Source: an optimization exercise on an open RTL-to-GDS flow (aim: a short achievable clock period and few clock cycles per item). Production flows keep margins and buffers that such runs may drop. Function was checked by simulation only, so behaviour that the tests miss may differ from the original. Power figures rest on the tool's default switching activity, not on a simulated workload.

==> design/flow/config.mk <==
export PLATFORM = sky130hd
export DESIGN_NAME = cache_top
export DESIGN_NICKNAME = cache_top
export VERILOG_FILES = /design/flow/design.v
export SDC_FILE = /design/flow/constraint.sdc
export NUM_CORES = 4
export LEC_CHECK = 0
export ABC_CLOCK_PERIOD_IN_PS = 2000
export CAP_MARGIN = 20
export CORE_MARGIN = 2
export CORE_UTILIZATION = 40
export SETUP_SLACK_MARGIN = 3.5
export SLEW_MARGIN = 20
==> design/flow/constraint.sdc <==
create_clock -name core_clock -period 6.0 [get_ports {clk}]
set_input_delay 1.2000 -clock core_clock [delete_from_list [all_inputs] [get_ports {clk}]]
set_output_delay 1.2000 -clock core_clock [all_outputs]
set_load 0.01 [all_outputs]
==> design/flow/design.v <==
package cache_pkg;
    localparam int word_bits = 32;
    localparam int addr_bits = 30;
    localparam int offset_bits    = 2;
    localparam int index_bits     = 3;
    localparam int tag_bits       = addr_bits - index_bits - offset_bits;
    localparam int num_lines      = 1 << index_bits;
    localparam int words_per_line = 1 << offset_bits;
    localparam int line_bits      = word_bits * words_per_line;
    localparam int line_addr_bits = addr_bits - offset_bits;
    typedef union packed {
        struct packed {
            logic [tag_bits-1:0]    tag;
            logic [index_bits-1:0]  index;
            logic [offset_bits-1:0] offset;
        } parts;
        struct packed {
            logic [line_addr_bits-1:0] line_addr;
            logic [offset_bits-1:0]    offset;
        } line;
    } word_addr_u;
    typedef enum logic [1:0] {
        lookup,
        write_back,
        refill,
        done
    } ctrl_state_e;
endpackage
`timescale 1ns/100ps
module cache_top (
    input  logic                                 clk,
    input  logic                                 proc_reset,
    input  logic                                 proc_read,
    input  logic                                 proc_write,
    input  logic [cache_pkg::addr_bits-1:0]      proc_addr,
    input  logic [cache_pkg::word_bits-1:0]      proc_wdata,
    output logic                                 proc_stall,
    output logic [cache_pkg::word_bits-1:0]      proc_rdata,
    output logic                                 mem_read,
    output logic                                 mem_write,
    output logic [cache_pkg::line_addr_bits-1:0] mem_addr,
    input  logic [cache_pkg::line_bits-1:0]      mem_rdata,
    output logic [cache_pkg::line_bits-1:0]      mem_wdata,
    input  logic                                 mem_ready
);
    localparam int NL = cache_pkg::num_lines;
    localparam int TB = cache_pkg::tag_bits;
    localparam int WB = cache_pkg::word_bits;
    localparam int LB = cache_pkg::line_bits;
    logic [LB-1:0] data_mem [NL];
    logic [TB-1:0] tag_mem  [NL];
    logic [NL-1:0] valid_bits;
    logic [NL-1:0] dirty_bits;
    logic          busy;      
    logic          done;
    logic          hit_wr;    
    logic [2:0]    idx;
    logic [1:0]    off;
    logic [TB-1:0] tag;
    logic          req;
    assign idx = proc_addr[4:2];
    assign off = proc_addr[1:0];
    assign tag = proc_addr[29:5];
    assign req = proc_read || proc_write;
    logic [NL-1:0] tag_eq;
    always_comb
        for (int i = 0; i < NL; i++)
            tag_eq[i] = (tag_mem[i] == tag);
    logic hit, vd, start;
    assign hit   = valid_bits[idx] && tag_eq[idx];
    assign vd    = valid_bits[idx] && dirty_bits[idx];
    assign start = req && !busy && !done;
    logic fill;
    assign fill = mem_read && mem_ready;
    always_ff @(posedge clk or posedge proc_reset) begin
        if (proc_reset) begin
            busy       <= 1'b0;
            done       <= 1'b0;
            proc_stall <= 1'b1;
            mem_read   <= 1'b0;
            mem_write  <= 1'b0;
            hit_wr     <= 1'b0;
        end else begin
            done       <= (start && hit) || fill;
            proc_stall <= !((start && hit) || fill);
            hit_wr     <= start && hit && proc_write;
            if (start && !hit) begin
                busy      <= 1'b1;
                mem_write <= vd;
                mem_read  <= !vd;
            end else if (mem_write && mem_ready) begin
                mem_write <= 1'b0;
                mem_read  <= 1'b1;
            end else if (fill) begin
                busy      <= 1'b0;
                mem_read  <= 1'b0;
            end
        end
    end
    logic [LB-1:0] cur_line;
    assign cur_line = data_mem[idx];
    always_ff @(posedge clk) begin
        proc_rdata <= mem_read ? mem_rdata[off*WB +: WB] : cur_line[off*WB +: WB];
        mem_wdata  <= cur_line;
        mem_addr   <= ((start && vd) || (mem_write && !mem_ready)) ? {tag_mem[idx], idx}
                                                                  : proc_addr[29:2];
    end
    logic word_we;
    assign word_we = done && hit_wr;
    always_ff @(posedge clk or posedge proc_reset) begin
        if (proc_reset) begin
            valid_bits <= '0;
            dirty_bits <= '0;
        end else if (fill) begin
            valid_bits[idx] <= 1'b1;
            dirty_bits[idx] <= proc_write;
        end else if (word_we) begin
            dirty_bits[idx] <= 1'b1;
        end
    end
    logic [LB-1:0] fill_line;
    always_comb begin
        fill_line = mem_rdata;
        if (proc_write)
            fill_line[off*WB +: WB] = proc_wdata;
    end
    always_ff @(posedge clk) begin
        if (fill) begin
            data_mem[idx] <= fill_line;
            tag_mem[idx]  <= tag;
        end else if (word_we) begin
            data_mem[idx][off*WB +: WB] <= proc_wdata;
        end
    end
endmodule
==> design/flow/flow/run.sh <==
#!/bin/bash
set -uo pipefail
bash standard.sh MATCH_CELL_FOOTPRINT=0 \
  "BUFFER_PORTS_ARGS=-buffer_cell sky130_fd_sc_hd__buf_4" \
  "DONT_USE_CELLS=sky130_fd_sc_hd__probe_p_8 sky130_fd_sc_hd__probec_p_8 sky130_fd_sc_hd__lpflow_bleeder_1 sky130_fd_sc_hd__lpflow_clkbufkapwr_1 sky130_fd_sc_hd__lpflow_clkbufkapwr_16 sky130_fd_sc_hd__lpflow_clkbufkapwr_2 sky130_fd_sc_hd__lpflow_clkbufkapwr_4 sky130_fd_sc_hd__lpflow_clkbufkapwr_8 sky130_fd_sc_hd__lpflow_clkinvkapwr_1 sky130_fd_sc_hd__lpflow_clkinvkapwr_16 sky130_fd_sc_hd__lpflow_clkinvkapwr_2 sky130_fd_sc_hd__lpflow_clkinvkapwr_4 sky130_fd_sc_hd__lpflow_clkinvkapwr_8 sky130_fd_sc_hd__lpflow_decapkapwr_12 sky130_fd_sc_hd__lpflow_decapkapwr_3 sky130_fd_sc_hd__lpflow_decapkapwr_4 sky130_fd_sc_hd__lpflow_decapkapwr_6 sky130_fd_sc_hd__lpflow_decapkapwr_8 sky130_fd_sc_hd__lpflow_inputiso0n_1 sky130_fd_sc_hd__lpflow_inputiso0p_1 sky130_fd_sc_hd__lpflow_inputiso1n_1 sky130_fd_sc_hd__lpflow_inputiso1p_1 sky130_fd_sc_hd__lpflow_inputisolatch_1 sky130_fd_sc_hd__lpflow_isobufsrc_1 sky130_fd_sc_hd__lpflow_isobufsrc_16 sky130_fd_sc_hd__lpflow_isobufsrc_2 sky130_fd_sc_hd__lpflow_isobufsrc_4 sky130_fd_sc_hd__lpflow_isobufsrc_8 sky130_fd_sc_hd__lpflow_isobufsrckapwr_16 sky130_fd_sc_hd__lpflow_lsbuf_lh_hl_isowell_tap_1 sky130_fd_sc_hd__lpflow_lsbuf_lh_hl_isowell_tap_2 sky130_fd_sc_hd__lpflow_lsbuf_lh_hl_isowell_tap_4 sky130_fd_sc_hd__lpflow_lsbuf_lh_isowell_4 sky130_fd_sc_hd__lpflow_lsbuf_lh_isowell_tap_1 sky130_fd_sc_hd__lpflow_lsbuf_lh_isowell_tap_2 sky130_fd_sc_hd__lpflow_lsbuf_lh_isowell_tap_4  sky130_fd_sc_hd__mux4_1 sky130_fd_sc_hd__mux4_2 sky130_fd_sc_hd__mux4_4" \
  finish > flow_make.log 2>&1
rc=$?
cp -r orfs/logs flow_logs 2>/dev/null
exit $rc
==> design/flow/standard.sh <==
#!/bin/bash
# synth_recipe.tcl (not shown) runs the flow's synth.tcl, then flattens the netlist and writes it again
# the make line also repeats each setting of config.mk as NAME=value (left out here)
make -C /OpenROAD-flow-scripts/flow DESIGN_CONFIG=/design/flow/config.mk WORK_HOME=/design/flow/orfs CLKGATE_MAP_FILE= SYNTH_SCRIPT=/design/flow/synth_recipe.tcl "${@:-finish}"
==> reports/qor.csv, run 1 <==
stage;metric;value;unit
logic_synthesis;synth_nets;3579;
logic_synthesis;synth_top_flop_cell;edfxtp_1;
sta;fin_crit_sh;45.2;%
setup_path;path_buf_inv;2;
logic_synthesis;netlist.area_leader.share;67.1;%
floorplanning;coreArea;136000;µm²
global_routing;busiest_layer;met2;
logic_synthesis;synth_edf_count;1224;
routing;routedWlPerCell;37.0;µm
place;port_buffers;385;
sta;fmax;0.369;GHz
global_routing;antenna_found_initial;6;
sta;setup_violations;0;
routing;ant_nets;0;
min_path;hp-class;register to register;
logic_synthesis;yosysTopAreaCell;edfxtp_1;
routing;initialDrtViolationCount;5874;
logic_synthesis;syn_area;54700;µm²
global_routing;first_global_vias;35600;
layout;fill_cells;10800;
sta;fin_crit;2.71;ns
setup_path;slowest_delay;0.47;ns
global_routing;grt_usage;31.0;%
floorplanning;fp.dieW;374;µm
floorplanning;die_y;374;µm
logic_synthesis;yosysMostFrequentCell;edfxtp_1;
clock_tree;htreeDepth;4;
global_routing;met2_usage;45.6;%
routing;remaining_drc_errors;0;
clock_tree;numCtsBuffers;151;
layout;multi_input_area;15500;µm²
place;routabilityCongestion;0.902;
floorplanning;start_util;40.4;%
logic_synthesis;syn_area_per_cell;16.2;µm²
setup_path;cp.required;4.80;ns
logic_synthesis;syn_inst;3374;
logic_synthesis;yosysUniqueCellTypes;54;
layout;seqCellArea;41400;µm²
outcome;status;complete, no violations;
sta;worst_pin_slew;1.04;ns
clock_tree;clockBufferDepth;3;
setup_path;slowest_stage;dfrtp_4;
logic_synthesis;synth_area_leaders;edfxtp_1, a22oi_1, dfxtp_1;
setup_path;critical_path.max_fanout;2;
clock_tree;ctsHoldBuffers;0;
global_routing;grt_util_met1;43.6;%
clock_tree;cts.clk_slew.worst_paths;0.06;ns
setup_path;crit_type;register to primary output;
routing;routed_via_density;6.31;
floorplanning;pin_count;386;
clock_tree;clockRootBuffer;clkbuf_16;
sta;maxSlewHeadroom;30.9;%
layout;drive_gt1_share;38.5;%
clock_tree;clk_latency;0.82;ns
power;power.density;342;nW/µm²
logic_synthesis;yosys_warnings;1;
sta;setup_tns;0;ns
setup_path;cp_cell_sequence;buf_6 > buf_6;
floorplanning;placement_rows;135;
routing;vias;38100;
power;ir_drop;265;µV
routing;drt-total-wl;223;mm
setup_path;arrival;1.51;ns
sta;final_hold_viol_count;0;
sta;fin_skew;0.0395;ns
global_routing;grt_max_degree;81;
setup_path;critPathLaunchType;register;
flow_run;maxCapViolations;0;
floorplanning;dieArea;140000;µm²
sta;drv_slew;0;
setup_path;path_delay_family;flip-flops;
power;power.leakage;24.9;nW
routing;drtPass1Iterations;5;
setup_path;cp-end-kind;primary output;
layout;fin_nets;4336;
place;dp_slack;1.14;ns
sta;setup_ws;3.29;ns
layout;synthToLayoutAreaGrowth;32.6;%
global_routing;grt_pass1_wl;299;mm
logic_synthesis;seq_area_frac_synth;75.0;%
logic_synthesis;synthArstFlopShare;1.53;%
place;dp_hpwl;129;mm
clock_tree;cts_tree;built;
setup_path;critPathMostFrequentCell;buf_6;
sta;rsz0062_at_grt;true;
clock_tree;clock_sinks;1434;
global_routing;gr-usage-met3;7.72;%
logic_synthesis;yosys-top-cells-count;edfxtp_1, a22oi_1, dfxtp_1, nand4_1, xor2_1;
logic_synthesis;ys_seq_elements;1434;
global_routing;grt-ovfl-total;0;
[worst paths after layout]
check	startpoint	endpoint	slack [ns]	cells after the start
worst max-delay path	mem_read	mem_read	3.29	2
worst min-delay path	valid_bits[6]	valid_bits[6]	0.45	1
worst max register to register	mem_read	data_mem[6][4]	3.43	12
worst min register to register	valid_bits[6]	valid_bits[6]	0.45	1
max in group asynchronous	proc_reset	mem_read	4.72	2
min in group asynchronous	proc_reset	valid_bits[1]	0.63	2
[routing by layer]
metal	routed length [µm]	part of all wire (%)	vias to the layer above
met5	21	0.0094	-
met4	11500	5.2	4
met3	28300	13	511
met2	97000	43	2811
met1	86400	39	19500
li1	-	-	15300
[state kept, by name, indices dropped and copies added (netlist names), 8 cells and up]
signal and cells:
valid_bits 8, dirty_bits 8, tag_mem 200, mem_addr 28, mem_wdata 128, data_mem 1024, proc_rdata 32
[report_power, final]
part	switching (W)	internal [W]
Combinational	0.00229	0.00151
Clock	0.00411	0.00511
Sequential	0.000348	0.0114
[cell families after synthesis]
| group | share of synthesized area (%) |
|---|---|
| buffers and inverters | 2.28 |
| multiplexers | 2.51 |
| adder cells (fa/ha/maj) | 0.229 |
| AO/OA/AOI/OAI | 12.4 |
| flip-flops | 75.0 |
| AND/OR/NAND/NOR | 4.37 |
| XOR/XNOR | 3.23 |
[cell usage in the layout (no fill, tap or decap), drive strengths merged, types with 3 or more instances in the layout]
cell	instances
xor2	126
a31oi	7
a22o	124
and3	7
mux2i	35
diode	3
nor2	137
clkbuf	250
mux2	91
o311ai	32
clkinv	54
xnor2	76
a21o	8
a22oi	620
nor3	19
dfrtp	21
edfxtp	1224
o21a	32
buf	785
nor4	28
clkinvlp	5
nand4	176
and2	7
a21oi	19
o21ai	43
a221oi	3
bufinv	6
inv	10
nand2	88
nand3	12
ha	10
dfxtp	188
[area by class of cell]
type	instances	area share [%]
antenna	3	0.0103
clock buffer	213	5.65
clock inverter	68	1.06
inverter	7	0.0879
multi-input combinational	1715	21.3
sequential	1434	57.0
tap	1781	3.07
timing repair buffer	822	11.8
[through the flow]
stage | instance area [µm²] | total power, W | hold WS [ns] | utilization, % | instances
after global routing | 72600 | 0.0254 | 0.472 | 53.5 | 6040
after CTS | 70800 | 0.0245 | 0.456 | 52.2 | 5935
final | 72600 | 0.0248 | 0.450 | 53.5 | 6043
after global placement | 61600 | 0.0148 | 0.438 | 45.4 | 5403
after floorplan | 57100 | 0.0132 | 0.422 | - | 3374
after detailed placement | 61600 | 0.0148 | 0.441 | 45.4 | 5403
[timing repair]
action / CTS / global route
resized for setup: 468 / 168
setup buffers: 201 / 96
gates cloned: 50 / 9
setup endpoints to repair: 2474 / 1053
pin swaps: 93 / 100
Testbench counts, summed over its fixed seeds: cycles 49,844, requests 12,000.
==> run 2, diff against run 1 <==
--- a/design/flow/config.mk
+++ b/design/flow/config.mk
@@ -8,6 +8,7 @@
 export ABC_CLOCK_PERIOD_IN_PS = 2000
 export CAP_MARGIN = 20
 export CORE_MARGIN = 2
-export CORE_UTILIZATION = 40
+export CORE_UTILIZATION = 65
+export PLACE_DENSITY = 0.72
 export SETUP_SLACK_MARGIN = 3.5
 export SLEW_MARGIN = 20
==> reports/qor.csv, run 2 <==
stage;metric;value;unit;change
place;routabilityCongestion;0.927;;+2.8%
setup_path;regToRegEndpoint;proc_rdata[21];;
setup_path;startpoint;proc_addr[3];;
routing;drtPass1Iterations;8;;+3
sta;fin_skew;0.0362;ns;-0.00331 ns
setup_path;cp-end-kind;register;;
logic_synthesis;ys_seq_elements;1434;;unchanged
place;dp_hpwl;119;mm;-7.9%
global_routing;grt_usage;48.2;%;+17 points
setup_path;crit_end;proc_rdata[15];;
routing;ant_nets;0;;unchanged
floorplanning;placement_rows;106;;-21%
setup_path;path_buf_inv;4;;+2
clock_tree;clk_latency;0.78;ns;-0.04 ns
layout;fin_nets;4276;;-1.4%
logic_synthesis;yosysMostFrequentCell;edfxtp_1;;
setup_path;critPathMostFrequentCell;buf_16;;
sta;final_hold_viol_count;0;;unchanged
routing;drt-total-wl;219;mm;-1.8%
sta;maxSlewHeadroom;27.8;%;-3.0 points
power;power.density;345;nW/µm²;+1.1%
setup_path;critical_path.max_fanout;12;;+10
setup_path;r2r_start;mem_read;;
layout;fin_util;84.6;%;+31 points
clock_tree;cts.clk_slew.worst_paths;0.06;ns;about the same
routing;routedWlPerCell;41.5;µm;+12%
sta;worst_pin_slew;1.08;ns;+0.0449 ns
power;ir_drop;323;µV;+22%
setup_path;crit_type;input pin to register;;
sta;setup_violations;0;;unchanged
logic_synthesis;syn_area;54700;µm²;unchanged
layout;synthToLayoutAreaGrowth;29.1;%;
logic_synthesis;seq_area_frac_synth;75.0;%;unchanged
logic_synthesis;synth_top_flop_cell;edfxtp_1;;
logic_synthesis;synth_edf_count;1224;;unchanged
global_routing;first_global_vias;36200;;+1.8%
clock_tree;htreeDepth;4;;unchanged
logic_synthesis;yosysTopAreaCell;edfxtp_1;;
setup_path;cp.depth;10;;+8
logic_synthesis;synth_nets;3579;;unchanged
place;dp_slack;1.49;ns;+0.345 ns
global_routing;grt-ovfl-total;0;;unchanged
setup_path;path_delay_family;compound AO/OA/AOI/OAI gates;;
setup_path;cp.required;6.69;ns;+1.89 ns
logic_synthesis;syn_inst;3374;;unchanged
sta;rsz0062_at_grt;true;;
clock_tree;clock_sinks;1434;;unchanged
logic_synthesis;yosys_warnings;1;;unchanged
floorplanning;start_util;65.5;%;+25 points
logic_synthesis;yosysUniqueCellTypes;54;;unchanged
floorplanning;dieArea;86600;µm²;-38%
routing;routed_via_density;7.48;;+19%
outcome;status;complete, no violations;;
global_routing;antenna_found_initial;14;;+8
min_path;hp-class;register to register;;
floorplanning;die_y;294;µm;-21%
sta;drv_slew;0;;unchanged
flow_run;maxCapViolations;0;;unchanged
floorplanning;coreArea;83600;µm²;-38%
setup_path;arrival;3.42;ns;+1.91 ns
routing;remaining_drc_errors;0;;unchanged
clock_tree;numCtsBuffers;142;;-6.0%
place;port_buffers;385;;unchanged
sta;fin_crit_sh;45.5;%;+0.33 points
routing;initialDrtViolationCount;7588;;+29%
global_routing;grt_max_degree;69;;-15%
layout;fill_cells;3813;;-65%
layout;most-common-layout-cells;edfxtp_1, buf_4, a22oi_1, clkbuf_16, nand4_1;;
setup_path;slowest_stage;o311ai_4;;
floorplanning;fp.dieW;294;µm;-21%
setup_path;cp_cell_sequence;buf_16 > buf_4 > and3_4 > buf_12 > buf_16 > a22oi_1 > nand4_1 > nor2_1 > o311ai_4 > o21a_1;;
logic_synthesis;yosys-top-cells-count;edfxtp_1, a22oi_1, dfxtp_1, nand4_1, xor2_1;;
layout;drive_gt1_share;37.5;%;-0.97 points
logic_synthesis;synth_area_leaders;edfxtp_1, a22oi_1, dfxtp_1;;
layout;largest_registers;data_mem: 1024 flops, tag_mem: 200 flops, mem_wdata: 128 flops;;
global_routing;grt_pass1_wl;284;mm;-5.2%
routing;vias;39500;;+3.7%
layout;final_common_cell;edfxtp_1;;
power;power.leakage;24.5;nW;-1.8%
setup_path;r2r_slack;3.35;ns;-0.08 ns
sta;setup_tns;0;ns;unchanged
clock_tree;clockRootBuffer;clkbuf_16;;
logic_synthesis;syn_area_per_cell;16.2;µm²;unchanged
setup_path;critPathLaunchType;input pin;;
setup_path;worstRegToRegCells;7;;-5
logic_synthesis;synthArstFlopShare;1.53;%;unchanged
sta;fin_crit;2.73;ns;+0.0199 ns
clock_tree;clockBufferDepth;3;;unchanged
sta;fmax;0.366;GHz;-0.73%
logic_synthesis;netlist.area_leader.share;67.1;%;unchanged
layout;top_register;data_mem;;
setup_path;slowest_delay;0.56;ns;+0.09 ns
clock_tree;cts_tree;built;;
sta;setup_ws;3.27;ns;-0.0199 ns
floorplanning;pin_count;386;;unchanged
sta;whs;0.469;ns;+0.0183 ns
layout;largest_reg_flops;1024;;unchanged
## run 2: cell counts after synthesis
No cell type changed its count.
## run 2: how the worst min path moves through the flow
stage,start,to,slack (ns),depth (start not counted)
6_report,valid_bits[6],valid_bits[6],0.47,1
5_1_grt,valid_bits[3],valid_bits[3],0.48,1
4_1_cts,valid_bits[2],valid_bits[2],0.46,1
3_5_place_dp,valid_bits[2],valid_bits[2],0.44,1
3_3_place_gp,valid_bits[7],valid_bits[7],0.44,1
2_1_floorplan,valid_bits[6],valid_bits[6],0.42,1
## run 2: metrics by stage
| stage | std cells | power (W) | cell area [µm²] |
|---|---|---|---|
| CTS | 5141 | 0.0238 | 68200 |
| floorplan | 3374 | 0.0132 | 57100 |
| detailed placement | 4696 | 0.0147 | 60800 |
| global route | 5275 | 0.0247 | 70600 |
| finish | 5287 | 0.0244 | 70700 |
| global placement | 4693 | 0.0147 | 60700 |
## run 2: worst reg2reg max path, cell delays in order, from the launching register on
cell,delay [ns]
dfrtp_4,0.51
buf_4,0.17
buf_4,0.17
buf_6,0.53
buf_12,0.49
nand2_1,0.27
o311ai_4,0.23
o21a_1,0.21
## run 2: logic make-up after synthesis
logic type                 count (synthesis)  share of synthesized area [%]
xor gates and xnor gates                 202                           3.23
buffers and inverters                    243                           2.28
muxes                                    126                           2.51
and+or+nand+nor                          463                           4.37
AOI/OAI and AO/OA                        896                           12.4
adders and majority gates                 10                          0.229
DFF                                     1434                           75.0
## run 2: final cells by class
class / instances / area [µm²] / area share (%)
tap: 1080 / 1350 / 1.91
inverter: 7 / 66.3 / 0.0939
clock inverter: 77 / 686 / 0.970
multi-input combinational: 1723 / 15600 / 22.1
sequential: 1434 / 41200 / 58.3
clock buffer: 189 / 3950 / 5.59
antenna: 14 / 35.0 / 0.0496
timing repair buffer: 763 / 7730 / 10.9
## run 2: power breakdown
group	total [W]	internal (W)	leakage, nW	switching [W]
Combinational	0.00368	0.00137	9.26	0.00231
Clock	0.00891	0.00502	2.27	0.00389
Sequential	0.0118	0.0114	12.9	0.000386
Total	0.0244	0.0178	24.5	0.00659
## run 2: layer usage
| metal | vias up | track usage, % | share of wire (%) |
|---|---|---|---|
| li1 | 15100 | - | - |
| met1 | 19200 | 62.8 | 31 |
| met2 | 4196 | 67.7 | 42 |
| met3 | 960 | 18.8 | 18 |
| met4 | 12 | 31.6 | 9.0 |
| met5 | - | 0 | 0.16 |
## run 2: timing repair
item                       in CTS  in global routing
hold buffers                    0                  0
gates resized for setup       269                207
hold endpoints to repair        0                  0
pin swaps                      72                108
setup buffers                 134                114
gates cloned                   45                 18
setup endpoints to repair    2192               1016
==> run 3, diff against run 2 <==
==> design/flow/design.v (replaced) <==
package cache_pkg;
    localparam int word_bits = 32;
    localparam int addr_bits = 30;
    localparam int offset_bits    = 2;
    localparam int index_bits     = 3;
    localparam int tag_bits       = addr_bits - index_bits - offset_bits;
    localparam int num_lines      = 1 << index_bits;
    localparam int words_per_line = 1 << offset_bits;
    localparam int line_bits      = word_bits * words_per_line;
    localparam int line_addr_bits = addr_bits - offset_bits;
    typedef union packed {
        struct packed {
            logic [tag_bits-1:0]    tag;
            logic [index_bits-1:0]  index;
            logic [offset_bits-1:0] offset;
        } parts;
        struct packed {
            logic [line_addr_bits-1:0] line_addr;
            logic [offset_bits-1:0]    offset;
        } line;
    } word_addr_u;
    typedef enum logic [1:0] {
        lookup,
        write_back,
        refill,
        done
    } ctrl_state_e;
endpackage
`timescale 1ns/100ps
module cache_top (
    input  logic                                 clk,
    input  logic                                 proc_reset,
    input  logic                                 proc_read,
    input  logic                                 proc_write,
    input  logic [cache_pkg::addr_bits-1:0]      proc_addr,
    input  logic [cache_pkg::word_bits-1:0]      proc_wdata,
    output logic                                 proc_stall,
    output logic [cache_pkg::word_bits-1:0]      proc_rdata,
    output logic                                 mem_read,
    output logic                                 mem_write,
    output logic [cache_pkg::line_addr_bits-1:0] mem_addr,
    input  logic [cache_pkg::line_bits-1:0]      mem_rdata,
    output logic [cache_pkg::line_bits-1:0]      mem_wdata,
    input  logic                                 mem_ready
);
    localparam int NL = cache_pkg::num_lines;
    localparam int NW = cache_pkg::words_per_line;
    localparam int TB = cache_pkg::tag_bits;
    localparam int WB = cache_pkg::word_bits;
    localparam int LB = cache_pkg::line_bits;
    logic [LB-1:0] data_mem [NL];
    logic [TB-1:0] tag_mem  [NL];
    logic [NL-1:0] valid_bits;
    logic [NL-1:0] dirty_bits;
    logic          busy;      
    logic          done;      
    logic          hit_wr;    
    logic          wb;        
    logic          rd;        
    logic [TB-1:0] tag;
    logic          req;
    logic [NL-1:0] line_sel;    
    logic [NW-1:0] word_sel;    
    assign tag = proc_addr[29:5];
    assign req = proc_read || proc_write;
    always_comb begin
        for (int i = 0; i < NL; i++)
            line_sel[i] = (proc_addr[4:2] == 3'(i));
        for (int k = 0; k < NW; k++)
            word_sel[k] = (proc_addr[1:0] == 2'(k));
    end
    logic          hit, vd;
    logic [TB-1:0] cur_tag;
    logic [LB-1:0] cur_line;
    always_comb begin
        hit      = 1'b0;
        vd       = 1'b0;
        cur_tag  = '0;
        cur_line = '0;
        for (int i = 0; i < NL; i++) begin
            hit      = hit | (line_sel[i] && valid_bits[i] && (tag_mem[i] == tag));
            vd       = vd  | (line_sel[i] && valid_bits[i] && dirty_bits[i]);
            cur_tag  = cur_tag  | ({TB{line_sel[i]}} & tag_mem[i]);
            cur_line = cur_line | ({LB{line_sel[i]}} & data_mem[i]);
        end
    end
    logic start;
    assign start = req && !busy && !done;
    logic fill;
    assign fill = rd && mem_ready;
    logic done_n, wb_n, rd_n;
    always_comb begin
        done_n = (start && hit) || fill;
        wb_n   = wb;
        rd_n   = rd;
        if (start && !hit) begin
            wb_n = vd;
            rd_n = !vd;
        end else if (wb && mem_ready) begin
            wb_n = 1'b0;
            rd_n = 1'b1;
        end else if (fill) begin
            rd_n = 1'b0;
        end
    end
    always_ff @(posedge clk or posedge proc_reset) begin
        if (proc_reset) begin
            busy   <= 1'b0;
            done   <= 1'b0;
            wb     <= 1'b0;
            rd     <= 1'b0;
            hit_wr <= 1'b0;
        end else begin
            busy   <= wb_n || rd_n;
            done   <= done_n;
            wb     <= wb_n;
            rd     <= rd_n;
            hit_wr <= start && hit && proc_write;
        end
    end
    always_ff @(posedge clk) begin
        proc_stall <= proc_reset || !done_n;
        mem_write  <= !proc_reset && wb_n;
        mem_read   <= !proc_reset && rd_n;
    end
    logic [WB-1:0] rdata_n;
    always_comb begin
        rdata_n = '0;
        for (int k = 0; k < NW; k++)
            rdata_n = rdata_n | ({WB{word_sel[k]}} & (rd ? mem_rdata[k*WB +: WB]
                                                         : cur_line[k*WB +: WB]));
    end
    always_ff @(posedge clk) begin
        proc_rdata <= rdata_n;
        mem_wdata  <= cur_line;
        mem_addr   <= ((start && vd) || (wb && !mem_ready)) ? {cur_tag, proc_addr[4:2]}
                                                           : proc_addr[29:2];
    end
    logic word_we;
    assign word_we = done && hit_wr;
    always_ff @(posedge clk or posedge proc_reset) begin
        if (proc_reset) begin
            valid_bits <= '0;
            dirty_bits <= '0;
        end else begin
            for (int i = 0; i < NL; i++) begin
                if (fill && line_sel[i]) begin
                    valid_bits[i] <= 1'b1;
                    dirty_bits[i] <= proc_write;
                end else if (word_we && line_sel[i]) begin
                    dirty_bits[i] <= 1'b1;
                end
            end
        end
    end
    logic [LB-1:0] new_line;
    always_comb begin
        for (int k = 0; k < NW; k++)
            new_line[k*WB +: WB] = (rd && !(proc_write && word_sel[k]))
                                   ? mem_rdata[k*WB +: WB] : proc_wdata;
    end
    always_ff @(posedge clk) begin
        for (int i = 0; i < NL; i++) begin
            if (fill && line_sel[i])
                tag_mem[i] <= tag;
            for (int k = 0; k < NW; k++)
                if ((fill || (word_we && word_sel[k])) && line_sel[i])
                    data_mem[i][k*WB +: WB] <= new_line[k*WB +: WB];
        end
    end
endmodule
--- a/design/flow/config.mk
+++ b/design/flow/config.mk
@@ -8,7 +8,6 @@
 export ABC_CLOCK_PERIOD_IN_PS = 2000
 export CAP_MARGIN = 20
 export CORE_MARGIN = 2
-export CORE_UTILIZATION = 65
-export PLACE_DENSITY = 0.72
+export CORE_UTILIZATION = 40
 export SETUP_SLACK_MARGIN = 3.5
 export SLEW_MARGIN = 20
==> reports/qor.csv, run 3 <==
stage;metric;value;unit;change
power;p_int;0.0189;W;+6.1%
floorplanning;fp.dieW;378;µm;+28%
setup_path;regToRegEndpoint;data_mem[6][127];;
place;placed_area;61700;µm²;+1.5%
sta;fin_crit;2.79;ns;+0.0615 ns
global_routing;met2_usage;46.2;%;-22 points
logic_synthesis;yosysTopAreaCell;edfxtp_1;;
logic_synthesis;syn_area_per_cell;16.0;µm²;-1.2%
logic_synthesis;yosys_warnings;3;;+2
global_routing;grt_pass1_wl;302;mm;+6.5%
layout;drive_gt1_share;36.1;%;-1.4 points
clock_tree;clock_sinks;1436;;+0.14%
clock_tree;ctsHoldBuffers;0;;unchanged
floorplanning;coreArea;139000;µm²;+66%
power;power.density;370;nW/µm²;+7.1%
layout;largest_registers;data_mem: 1024 flops, tag_mem: 200 flops, mem_wdata: 128 flops;;
logic_synthesis;ys_seq_elements;1436;;+0.14%
place;routabilityCongestion;0.877;;-5.4%
global_routing;grt_usage;31.0;%;-17 points
sta;setup_violations;0;;unchanged
floorplanning;placement_rows;137;;+29%
power;switching_power;0.00762;W;+16%
clock_tree;clockBufferDepth;3;;unchanged
logic_synthesis;netlist.area_leader.share;65.8;%;-1.3 points
power;pwr-share-comb;18.3;%;+3.2 points
setup_path;cp_cell_sequence;buf_16 > buf_12 > buf_16 > buf_12 > mux2_2 > a221o_1 > a222oi_1 > nand2_1 > o211a_1 > a21oi_4 > a21oi_2;;
layout;most-common-layout-cells;edfxtp_1, buf_4, a22oi_1, mux2_2, clkbuf_16;;
floorplanning;start_util;40.2;%;-25 points
setup_path;crit_type;input pin to register;;
clock_tree;clockRootBuffer;clkbuf_16;;
global_routing;busiest_layer;met2;;
logic_synthesis;yosysMostFrequentCell;edfxtp_1;;
setup_path;r2r_slack;3.52;ns;+0.17 ns
sta;worst_pin_slew;1.05;ns;-0.0320 ns
logic_synthesis;yosysUniqueCellTypes;62;;+15%
setup_path;arrival;3.45;ns;+0.03 ns
sta;maxSlewHeadroom;30.0;%;+2.1 points
global_routing;grt_max_degree;50;;-28%
setup_path;cp-end-kind;register;;
layout;largest_reg_flops;1024;;unchanged
power;power.leakage;24.5;nW;+0.12%
sta;drv_slew;0;;unchanged
clock_tree;numCtsBuffers;150;;+5.6%
logic_synthesis;synth_edf_count;1224;;unchanged
outcome;status;complete, no violations;;
global_routing;antenna_found_initial;18;;+4
logic_synthesis;synth_area_leaders;edfxtp_1, dfxtp_1, mux2_2;;
routing;drt-total-wl;232;mm;+5.8%
setup_path;path_delay_family;compound AO/OA/AOI/OAI gates;;
clock_tree;htreeDepth;4;;unchanged
floorplanning;dieArea;143000;µm²;+65%
sta;final_hold_viol_count;0;;unchanged
power;swShare;28.7;%;+1.7 points
logic_synthesis;seq_area_frac_synth;73.6;%;-1.4 points
place;port_buffers;385;;unchanged
setup_path;critPathLaunchType;input pin;;
global_routing;gr-usage-met3;8.73;%;-10 points
sta;fin_crit_sh;46.5;%;+1.0 points
layout;fin_util;51.6;%;-33 points
power;pwr-share-seq;46.4;%;-2.0 points
sta;fin_skew;0.0278;ns;-0.00832 ns
floorplanning;pin_count;386;;unchanged
layout;top_register;data_mem;;
setup_path;cp.required;6.66;ns;-0.03 ns
logic_synthesis;synthArstFlopShare;1.46;%;-0.072 points
global_routing;grt-ovfl-total;0;;unchanged
setup_path;slowest_delay;0.46;ns;-0.10 ns
logic_synthesis;synth_top_flop_cell;edfxtp_1;;
routing;vias;38700;;-2.1%
setup_path;slowest_stage;a222oi_1;;
setup_path;critical_path.max_fanout;5;;-7
routing;ant_nets;0;;unchanged
min_path;min_path_cells;2;;+1
flow_run;maxCapViolations;0;;unchanged
global_routing;first_global_vias;36000;;-0.69%
sta;whs;0.485;ns;+0.0160 ns
layout;synthToLayoutAreaGrowth;28.3;%;
layout;finalInstanceArea;71700;µm²;+1.4%
logic_synthesis;syn_area;55900;µm²;+2.0%
logic_synthesis;yosys-top-cells-count;edfxtp_1, a22oi_1, mux2_2, nor2_1, dfxtp_1;;
global_routing;grt_util_met1;42.2;%;-21 points
logic_synthesis;synth_nets;3681;;+2.8%
power;p_clk_share;35.3;%;-1.2 points
clock_tree;cts_tree;built;;
clock_tree;cts.clk_slew.worst_paths;0.06;ns;about the same
routing;initialDrtViolationCount;6147;;-19%
routing;remaining_drc_errors;0;;unchanged
min_path;hp-class;register to register;;
layout;fin_nets;4355;;+1.8%
sta;rsz0062_at_grt;true;;
power;ir_drop;201;µV;-38%
setup_path;r2r_start;rd;;
routing;routed_via_density;6.27;;-16%
routing;drtPass1Iterations;8;;unchanged
sta;fmax;0.358;GHz;-2.2%
place;dp_hpwl;136;mm;+15%
sta;setup_tns;0;ns;unchanged
clock_tree;clk_latency;0.79;ns;about the same
layout;final_common_cell;edfxtp_1;;
min_path;hold_path_end;mem_wdata[82];;
setup_path;worstRegToRegCells;4;;-3
setup_path;path_buf_inv;4;;unchanged
routing;routedWlPerCell;37.6;µm;-9.4%
min_path;hold_path.startpoint;data_mem[4][82];;
floorplanning;die_y;378;µm;+28%
logic_synthesis;syn_inst;3486;;+3.3%
## run 3: cell count changes after synthesis, sizes merged, moves of 26 or more
cell / previous run / this run
a21oi: 19 / 47
nand4: 176 / 92
a221o: 0 / 26
a221oi: 3 / 97
mux2i: 35 / 95
a22oi: 620 / 314
xnor2: 76 / 159
a22o: 124 / 60
o21a: 32 / 1
nor2: 124 / 206
xor2: 126 / 41
nand3: 12 / 43
mux2: 91 / 231
## run 3: worst max path at each step
stage / startpoint / endpoint / slack, ns / depth (start not counted)
after CTS: proc_addr[3] / proc_rdata[16] / 3.30 / 9
after detailed placement: proc_addr[3] / proc_rdata[16] / 1.44 / 8
final: proc_addr[4] / proc_rdata[22] / 3.21 / 11
after global placement: proc_addr[3] / proc_rdata[16] / 0.99 / 8
after global routing: proc_addr[4] / proc_rdata[22] / 3.24 / 11
after floorplan: proc_addr[4] / data_mem[1][0] / 2.85 / 9
## run 3: final cells by class
class | instances | area, µm²
Clock inverter | 74 | 754
Inverter | 16 | 78.8
Antenna cell | 8 | 20.0
Clock buffer | 208 | 4160
Fill cell | 11400 | 67300
Tap cell | 1876 | 2350
Sequential cell | 1436 | 41400
Timing Repair Buffer | 754 | 7810
Multi-Input combinational cell | 1802 | 15100
## run 3: what timing repair did
action | 4_1_cts | 5_1_grt
pin swaps | 64 | 95
buffers inserted | 116 | 94
setup endpoints to repair | 2520 | 549
gates resized for setup | 411 | 181
cloned | 32 | 15
## run 3: routing by layer
| metal | share of wire [%] | up-vias |
|---|---|---|
| li1 | - | 15300 |
| met1 | 38 | 19600 |
| met2 | 44 | 3290 |
| met3 | 14 | 543 |
| met4 | 5.0 | 14 |
| met5 | 0.045 | - |
## run 3: metrics by stage
stage	setup WS [ns]	total power (W)	std cells
final	3.21	0.0265	6174
after global routing	3.24	0.0270	6167
after CTS	3.30	0.0262	6057
after detailed placement	1.44	0.0165	5627
after global placement	0.995	0.0164	5627
after floorplan	2.85	0.0144	3486
## run 3: power by group through the flow
stage               Combinational (W)  Sequential [W]  Clock (W)
detailed placement            0.00398          0.0125          0
floorplan                     0.00201          0.0123          0
finish                        0.00485          0.0123    0.00936
CTS                           0.00450          0.0123    0.00941
global route                  0.00493          0.0123    0.00977
global placement              0.00394          0.0125          0
## run 3: tightest hold or removal path, stage by stage (launching register included)
cell	delay, ns
edfxtp_1	0.32
nand2_1	0.04
o21ai_0	0.08
## run 3: cells by family (layout without fill, tap and decap cells)
group	count (synthesis)	after routing	synth area share, %
AO/OA/AOI/OAI	722	722	10.1
buffers and inverters	257	1052	2.21
other	0	8	0
flip-flops	1436	1436	73.6
multiplexers	326	326	6.37
XOR/XNOR	200	200	3.14
AND/OR/NAND/NOR	545	554	4.61
Testbench counts of run 3, summed over its fixed seeds: cycles 49,844, requests 12,000.
==> run 4, diff against run 3 <==
--- a/design/flow/design.v
+++ b/design/flow/design.v
@@ -118,10 +118,16 @@
             hit_wr <= start && hit && proc_write;
         end
     end
-    always_ff @(posedge clk) begin
-        proc_stall <= proc_reset || !done_n;
-        mem_write  <= !proc_reset && wb_n;
-        mem_read   <= !proc_reset && rd_n;
+    always_ff @(posedge clk or posedge proc_reset) begin
+        if (proc_reset) begin
+            proc_stall <= 1'b1;
+            mem_write  <= 1'b0;
+            mem_read   <= 1'b0;
+        end else begin
+            proc_stall <= !done_n;
+            mem_write  <= wb_n;
+            mem_read   <= rd_n;
+        end
     end
     logic [WB-1:0] rdata_n;
     always_comb begin
==> reports/qor.csv, run 4 <==
stage;metric;value;unit;change
floorplanning;fp.dieW;379;µm;+0.24%
power;power.density;366;nW/µm²;-1.2%
routing;routed_via_density;6.28;;+0.13%
layout;fin_nets;4391;;+0.83%
logic_synthesis;yosys-top-cells-count;edfxtp_1, mux2_2, a22oi_1, dfxtp_1, xnor2_1;;
sta;drv_slew;0;;unchanged
routing;wl_met1;86.2;mm;-0.99%
place;placed_area;62200;µm²;+0.78%
logic_synthesis;synth_area_leaders;edfxtp_1, dfxtp_1, mux2_2;;
sta;setup_tns;0;ns;unchanged
routing;initialDrtViolationCount;6390;;+4.0%
global_routing;antenna_found_initial;17;;-1
clock_tree;clockBufferDepth;3;;unchanged
logic_synthesis;netlist.area_leader.share;65.5;%;-0.32 points
power;ir_drop;203;µV;+1.1%
logic_synthesis;yosysUniqueCellTypes;67;;+8.1%
floorplanning;pin_count;386;;unchanged
routing;wl_met2;100;mm;-0.82%
sta;setup_violations;0;;unchanged
setup_path;cp.required;6.66;ns;about the same
place;place_inst;5644;;+0.30%
floorplanning;dieArea;143000;µm²;+0.48%
flow_run;maxCapViolations;0;;unchanged
clock_tree;clockRootBuffer;clkbuf_16;;
layout;synthToLayoutAreaGrowth;28.3;%;about the same
logic_synthesis;synth_top_family_by_area;compound AO/OA/AOI/OAI gates;;
logic_synthesis;ys_seq_elements;1434;;-0.14%
setup_path;critPathLaunchType;input pin;;
logic_synthesis;synthSimpleGateAreaFrac;3.97;%;-0.64 points
layout;largest_registers;data_mem: 1024 flops, tag_mem: 200 flops, mem_wdata: 128 flops;;
sta;fin_skew;0.0610;ns;+0.0332 ns
power;power.leakage;24.8;nW;+1.3%
setup_path;critical_path.max_fanout;8;;+3
logic_synthesis;synth_top_flop_cell;edfxtp_1;;
clock_tree;cts_tree;built;;
global_routing;grt_max_degree;58;;+16%
routing;ant_nets;0;;unchanged
logic_synthesis;synthArstFlopShare;1.53;%;+0.072 points
floorplanning;die_y;379;µm;+0.24%
sta;fin_crit;2.73;ns;-0.0669 ns
routing;route.top_layer_used;met5;;
logic_synthesis;yosysTopAreaCell;edfxtp_1;;
routing;routed-wl-met3;33.8;mm;+5.0%
logic_synthesis;synth_xor_xnor_area_share;3.12;%;-0.015 points
global_routing;first_global_vias;36500;;+1.5%
global_routing;grt_pass1_wl;306;mm;+1.4%
min_path;hp-class;register to register;;
logic_synthesis;synth_compound_area_share;9.91;%;-0.19 points
global_routing;grt-ovfl-total;0;;unchanged
global_routing;grt_usage;31.4;%;+0.38 points
logic_synthesis;yosysMostFrequentCell;edfxtp_1;;
setup_path;slowest_delay;0.30;ns;-0.16 ns
routing;drtPass1Iterations;8;;unchanged
floorplanning;start_util;40.3;%;+0.097 points
layout;most-common-layout-cells;edfxtp_1, buf_4, mux2_2, a22oi_1, clkbuf_16;;
layout;final_common_cell;edfxtp_1;;
layout;final_cells;6207;;+0.53%
clock_tree;clock_sinks;1434;;-0.14%
logic_synthesis;seq_area_frac_synth;73.2;%;-0.42 points
place;routabilityCongestion;0.883;;+0.70%
clock_tree;numCtsBuffers;150;;unchanged
place;port_buffers;385;;unchanged
floorplanning;placement_rows;137;;unchanged
setup_path;arrival;3.38;ns;-0.07 ns
routing;remaining_drc_errors;0;;unchanged
sta;rsz0062_at_grt;true;;
setup_path;cp-end-kind;register;;
logic_synthesis;syn_area;56100;µm²;+0.49%
floorplanning;coreArea;139000;µm²;+0.25%
sta;worst_pin_slew;1.05;ns;+0.000150 ns
place;dp_hpwl;137;mm;+0.79%
sta;maxSlewHeadroom;30.0;%;about the same
outcome;status;complete, no violations;;
sta;fin_crit_sh;45.4;%;-1.1 points
routing;routedWlPerCell;37.4;µm;-0.41%
logic_synthesis;synth_nets;3696;;+0.41%
setup_path;crit_type;input pin to register;;
logic_synthesis;synth_fa_ha_area_share;0;%;unchanged
layout;largest_reg_flops;1024;;unchanged
setup_path;critPathMostFrequentCell;buf_12;;
logic_synthesis;yosys_warnings;3;;unchanged
sta;fmax;0.367;GHz;+2.5%
logic_synthesis;syn_area_per_cell;16.0;µm²;about the same
logic_synthesis;synth_edf_count;1224;;unchanged
clock_tree;clk_latency;0.82;ns;+0.03 ns
routing;vias;39000;;+0.67%
sta;final_hold_viol_count;0;;unchanged
logic_synthesis;synthMuxAreaShare;7.80;%;+1.4 points
setup_path;cp_cell_sequence;buf_16 > buf_12 > and3b_4 > buf_4 > buf_12 > buf_8 > a22o_1 > a221oi_2 > o221ai_2 > mux2i_2 > o32a_1 > o221ai_1;;
routing;drt-total-wl;232;mm;+0.12%
layout;finalInstanceArea;72000;µm²;+0.45%
layout;drive_gt1_share;36.4;%;+0.35 points
layout;top_register;data_mem;;
clock_tree;htreeDepth;4;;unchanged
logic_synthesis;syn_inst;3501;;+0.43%
clock_tree;cts.clk_slew.worst_paths;0.06;ns;about the same
setup_path;slowest_stage;mux2i_2;;
## run 4: cells by family (layout without fill, tap and decap cells)
family | after synthesis | count (layout)
AOI/OAI and AO/OA | 743 | 744
xor gates and xnor gates | 200 | 200
DFF | 1434 | 1434
other | 0 | 8
and+or+nand+nor | 466 | 482
muxes | 404 | 404
buffers and inverters | 254 | 1059
## run 4: worst paths after layout
| check | from | to | slack (ns) | depth (start not counted) |
|---|---|---|---|---|
| max | proc_addr[2] | proc_rdata[5] | 3.27 | 12 |
| min | dirty_bits[7] | dirty_bits[7] | 0.49 | 2 |
| max reg2reg | rd | proc_rdata[24] | 3.40 | 8 |
| min reg2reg | dirty_bits[7] | dirty_bits[7] | 0.49 | 2 |
| max in group asynchronous | proc_reset | rd | 4.73 | 2 |
| min in group asynchronous | proc_reset | mem_write | 0.62 | 2 |
## run 4: area by class of cell
| class | instances | area [µm²] |
|---|---|---|
| repair buffers | 764 | 7850 |
| multi-input cells | 1830 | 15600 |
| well taps | 1876 | 2350 |
| clock inverters | 54 | 519 |
| fillers | 11300 | 67400 |
| inverters | 16 | 68.8 |
| clock buffers | 225 | 4230 |
| flip-flops and latches | 1434 | 41300 |
| diodes | 8 | 20.0 |
## run 4: repair_timing
action,in CTS,in global routing
hold buffers,0,0
cloned,35,9
buffers inserted,155,77
setup endpoints to repair,2291,1129
pin swaps,76,72
gates resized for setup,477,135
## run 4: metrics by stage
step	power (W)	util [%]	hold slack [ns]	worst slack, ns
2_1_floorplan	0.0143	-	0.444	2.81
3_3_place_gp	0.0163	44.6	0.469	1.16
3_5_place_dp	0.0164	44.6	0.476	1.43
4_1_cts	0.0260	50.6	0.491	3.27
5_1_grt	0.0268	51.7	0.522	3.26
6_report	0.0263	51.7	0.490	3.27
## run 4: critical path, delay by kind of cell
family / cells / cell delay [ns]
buf+inv: 5 / 0.72
mux: 1 / 0.30
simple gates: 1 / 0.24
compound gates: 5 / 0.90
## run 4: metal layers
layer / up-vias / track usage (%)
met2: 3187 / 46.1
met5: - / 0
met1: 19800 / 42.7
li1: 15400 / -
met3: 537 / 9.49
met4: 14 / 14.4
## run 4: report_power, final
group          switching (W)  internal, W  total, W
sequential          0.000349       0.0119    0.0122
combinational        0.00323      0.00182   0.00505
clock                0.00407      0.00499   0.00906
total                0.00765       0.0187    0.0263
Testbench counts of run 4, summed over its fixed seeds: cycles 49,844, requests 12,000.
==> run 5, diff against run 4 <==
--- a/design/flow/config.mk
+++ b/design/flow/config.mk
@@ -8,6 +8,6 @@
 export ABC_CLOCK_PERIOD_IN_PS = 2000
 export CAP_MARGIN = 20
 export CORE_MARGIN = 2
-export CORE_UTILIZATION = 40
+export CORE_UTILIZATION = 55
 export SETUP_SLACK_MARGIN = 3.5
 export SLEW_MARGIN = 20
==> reports/qor.csv, run 5 <==
stage;metric;value;unit;change
layout;top_register;data_mem;;
logic_synthesis;yosysMostFrequentCell;edfxtp_1;;
setup_path;arrival;3.41;ns;+0.03 ns
global_routing;grt-ovfl-total;0;;unchanged
floorplanning;dieArea;105000;µm²;-27%
routing;remaining_drc_errors;0;;unchanged
power;power.density;369;nW/µm²;+1.0%
logic_synthesis;yosys_warnings;3;;unchanged
logic_synthesis;synthArstFlopShare;1.53;%;unchanged
floorplanning;start_util;55.3;%;+15 points
clock_tree;cts.clk_slew.worst_paths;0.06;ns;about the same
logic_synthesis;syn_area;56100;µm²;unchanged
layout;fill_cells;6601;;-42%
logic_synthesis;synth_nets;3696;;unchanged
logic_synthesis;synth_area_leaders;edfxtp_1, dfxtp_1, mux2_2;;
clock_tree;clk_latency;0.78;ns;-0.04 ns
outcome;status;complete, no violations;;
logic_synthesis;syn_inst;3501;;unchanged
logic_synthesis;seq_area_frac_synth;73.2;%;unchanged
logic_synthesis;netlist.area_leader.share;65.5;%;unchanged
layout;largest_registers;data_mem: 1024 flops, tag_mem: 200 flops, mem_wdata: 128 flops;;
sta;rsz0062_at_grt;true;;
setup_path;slowest_delay;0.54;ns;+0.24 ns
logic_synthesis;yosys-top-cells-count;edfxtp_1, mux2_2, a22oi_1, dfxtp_1, xnor2_1;;
power;p_clk_share;34.9;%;+0.5 points
setup_path;crit_type;input pin to register;;
routing;routedWlPerCell;40.4;µm;+7.9%
sta;setup_tns;0;ns;unchanged
floorplanning;pin_count;386;;unchanged
setup_path;cp.required;6.61;ns;-0.05 ns
sta;whs;0.502;ns;+0.0122 ns
logic_synthesis;yosysUniqueCellTypes;67;;unchanged
logic_synthesis;ys_seq_elements;1434;;unchanged
floorplanning;placement_rows;117;;-15%
flow_run;maxCapViolations;0;;unchanged
clock_tree;cts_tree;built;;
routing;vias;40200;;+3.2%
logic_synthesis;synth_top_flop_cell;edfxtp_1;;
power;switching_power;0.00757;W;-0.96%
sta;fin_crit_sh;46.6;%;+1.2 points
power;pwr-share-seq;45.5;%;-0.9 points
layout;seqCellArea;41200;µm²;-0.33%
floorplanning;fp.dieW;323;µm;-15%
routing;routed_via_density;6.96;;+11%
setup_path;slowest_stage;a21oi_2;;
power;ir_drop;278;µV;+37%
setup_path;path_buf_inv;4;;-1
global_routing;grt_usage;43.4;%;+12 points
sta;fin_skew;0.0326;ns;-0.0284 ns
sta;final_hold_viol_count;0;;unchanged
global_routing;first_global_vias;37600;;+2.9%
setup_path;cp_cell_sequence;buf_16 > buf_12 > buf_16 > and2_4 > buf_12 > nand2_1 > o21ai_0 > a222oi_1 > a311oi_1 > a21oi_2 > a2bb2oi_1;;
setup_path;cp-end-kind;register;;
clock_tree;htreeDepth;4;;unchanged
power;p_int;0.0191;W;+2.5%
logic_synthesis;yosysTopAreaCell;edfxtp_1;;
layout;final_common_cell;edfxtp_1;;
setup_path;critPathLaunchType;input pin;;
sta;setup_violations;0;;unchanged
global_routing;grt_max_degree;50;;-14%
sta;fin_crit;2.80;ns;+0.0738 ns
setup_path;critical_path.max_fanout;14;;+6
global_routing;grt_pass1_wl;306;mm;-0.19%
setup_path;r2r_slack;3.40;ns;about the same
layout;synthToLayoutAreaGrowth;28.9;%;
layout;multi_input_area;15800;µm²;+1.0%
power;pwr-share-comb;19.6;%;+0.4 points
routing;drtPass1Iterations;6;;-2
sta;worst_pin_slew;1.11;ns;+0.0668 ns
layout;drive_gt1_share;37.5;%;+1.0 points
setup_path;path_delay_family;compound AO/OA/AOI/OAI gates;;
sta;maxSlewHeadroom;25.4;%;-4.6 points
routing;ant_nets;0;;unchanged
place;dp_hpwl;130;mm;-5.5%
power;swShare;28.4;%;-0.70 points
floorplanning;die_y;323;µm;-15%
layout;most-common-layout-cells;edfxtp_1, buf_4, mux2_2, a22oi_1, clkbuf_16;;
clock_tree;numCtsBuffers;149;;-0.67%
power;power.leakage;25.4;nW;+2.6%
clock_tree;clockRootBuffer;clkbuf_16;;
logic_synthesis;syn_area_per_cell;16.0;µm²;unchanged
layout;fin_nets;4470;;+1.8%
routing;initialDrtViolationCount;7171;;+12%
clock_tree;clock_sinks;1434;;unchanged
clock_tree;clockBufferDepth;3;;unchanged
sta;fmax;0.357;GHz;-2.6%
layout;largest_reg_flops;1024;;unchanged
routing;drt-total-wl;233;mm;+0.42%
min_path;hp-class;register to register;;
place;routabilityCongestion;0.925;;+4.7%
logic_synthesis;synth_edf_count;1224;;unchanged
floorplanning;coreArea;101000;µm²;-27%
global_routing;antenna_found_initial;12;;-5
sta;drv_slew;0;;unchanged
place;port_buffers;385;;unchanged
-- run 5: area by class of cell --
cell class | instances | share of cell area [%]
Sequential cell | 1434 | 57.0
Multi-Input combinational cell | 1828 | 21.8
Timing Repair Buffer | 846 | 11.9
Clock buffer | 216 | 5.88
Tap cell | 1368 | 2.37
Clock inverter | 63 | 0.898
Inverter | 16 | 0.112
Antenna cell | 7 | 0.0242
-- run 5: routing by layer --
| layer | part of all wire (%) | GRT usage [%] | vias up | routed length [µm] |
|---|---|---|---|---|
| li1 | - | - | 15600 | - |
| met1 | 35 | 58.2 | 20300 | 82400 |
| met2 | 43 | 63.0 | 3696 | 101000 |
| met3 | 15 | 14.7 | 683 | 35900 |
| met4 | 6.2 | 22.6 | 6 | 14400 |
| met5 | 0.016 | 0 | - | 37 |
-- run 5: cell families (layout without fill, tap and decap cells) --
group           Yosys count  count (layout)  share of synthesized area, %
xor+xnor                200             200                          3.12
mux                     404             404                          7.80
simple gates            466             480                          3.97
compound gates          743             744                          9.91
buf+inv                 254            1141                          2.03
flops                  1434            1434                          73.2
other cells               0               7                             0
-- run 5: final timing paths --
| kind | start | end | depth (start not counted) |
|---|---|---|---|
| max | proc_addr[2] | proc_rdata[30] | 11 |
| min | data_mem[4][9] | mem_wdata[9] | 2 |
| max reg2reg | rd | data_mem[1][36] | 5 |
| min reg2reg | data_mem[4][9] | mem_wdata[9] | 2 |
| max in group asynchronous | proc_reset | rd | 2 |
| min in group asynchronous | proc_reset | dirty_bits[4] | 2 |
-- run 5: timing repair --
item	in CTS	in global routing
gates cloned	42	13
endpoints found under the setup margin	2457	413
hold buffers	0	0
setup buffers	206	110
resized for setup	358	214
pin swaps	80	90
-- run 5: through the flow --
stage,power (W),cells,setup slack (ns),utilization [%],cell area [µm²]
detailed placement,0.0163,5121,0.900,60.4,61300
floorplan,0.0143,3501,2.81,-,57300
global route,0.0271,5772,3.21,71.3,72300
finish,0.0267,5778,3.20,71.3,72300
CTS,0.0261,5648,3.22,69.1,70100
global placement,0.0163,5121,1.04,60.4,61300
-- run 5: worst min-delay path, delay by kind of cell (launching register included) --
family,cells,cell delay [ns]
compound gates,2,0.16
flops,1,0.32
-- run 5: power by group through the flow --
stage / combinational, W / clock, W / sequential, W
after floorplan: 0.00205 / 0 / 0.0123
after global placement: 0.00391 / 0 / 0.0123
after detailed placement: 0.00398 / 0 / 0.0123
after CTS: 0.00472 / 0.00931 / 0.0121
after global routing: 0.00525 / 0.00971 / 0.0122
final: 0.00524 / 0.00931 / 0.0122

## separate check: timing with driven ports
The results above use ideal ports. As a check the final layouts listed here were re-extracted and re-timed, cells and wires unchanged. Step 1, drivers: a clkbuf_16 drives clk and a buf_2 each remaining input, both assumed. Step 2 adds t to the input delays and takes it off the output delays; t is the mean of the earliest and latest rising clock arrival at the registers after step 1. Input paths then give back, and output paths get back, about the clock's delay inside the block. a / b / c = no drivers / after step 1 / after step 2; a / b = the first two.
| run | t, ns | setup WS [ns] | clock arrival spread, ns |
|---|---|---|---|
| run 1 | 0.883 | 3.289 / 3.200 / 2.394 | 0.058 / 0.059 |
| run 2 | 0.839 | 3.270 / 3.246 / 2.419 | 0.040 / 0.040 |
| run 3 | 0.855 | 3.208 / 2.949 / 2.094 | 0.030 / 0.030 |
| run 4 | 0.867 | 3.275 / 3.042 / 2.174 | 0.070 / 0.071 |
| run 5 | 0.849 | 3.201 / 3.015 / 2.166 | 0.037 / 0.036 |
After both steps setup and hold are still met in every run listed. The setup slack of run 3, which loses most, moves by -0.259 ns with the drivers and by -1.114 ns with both steps.
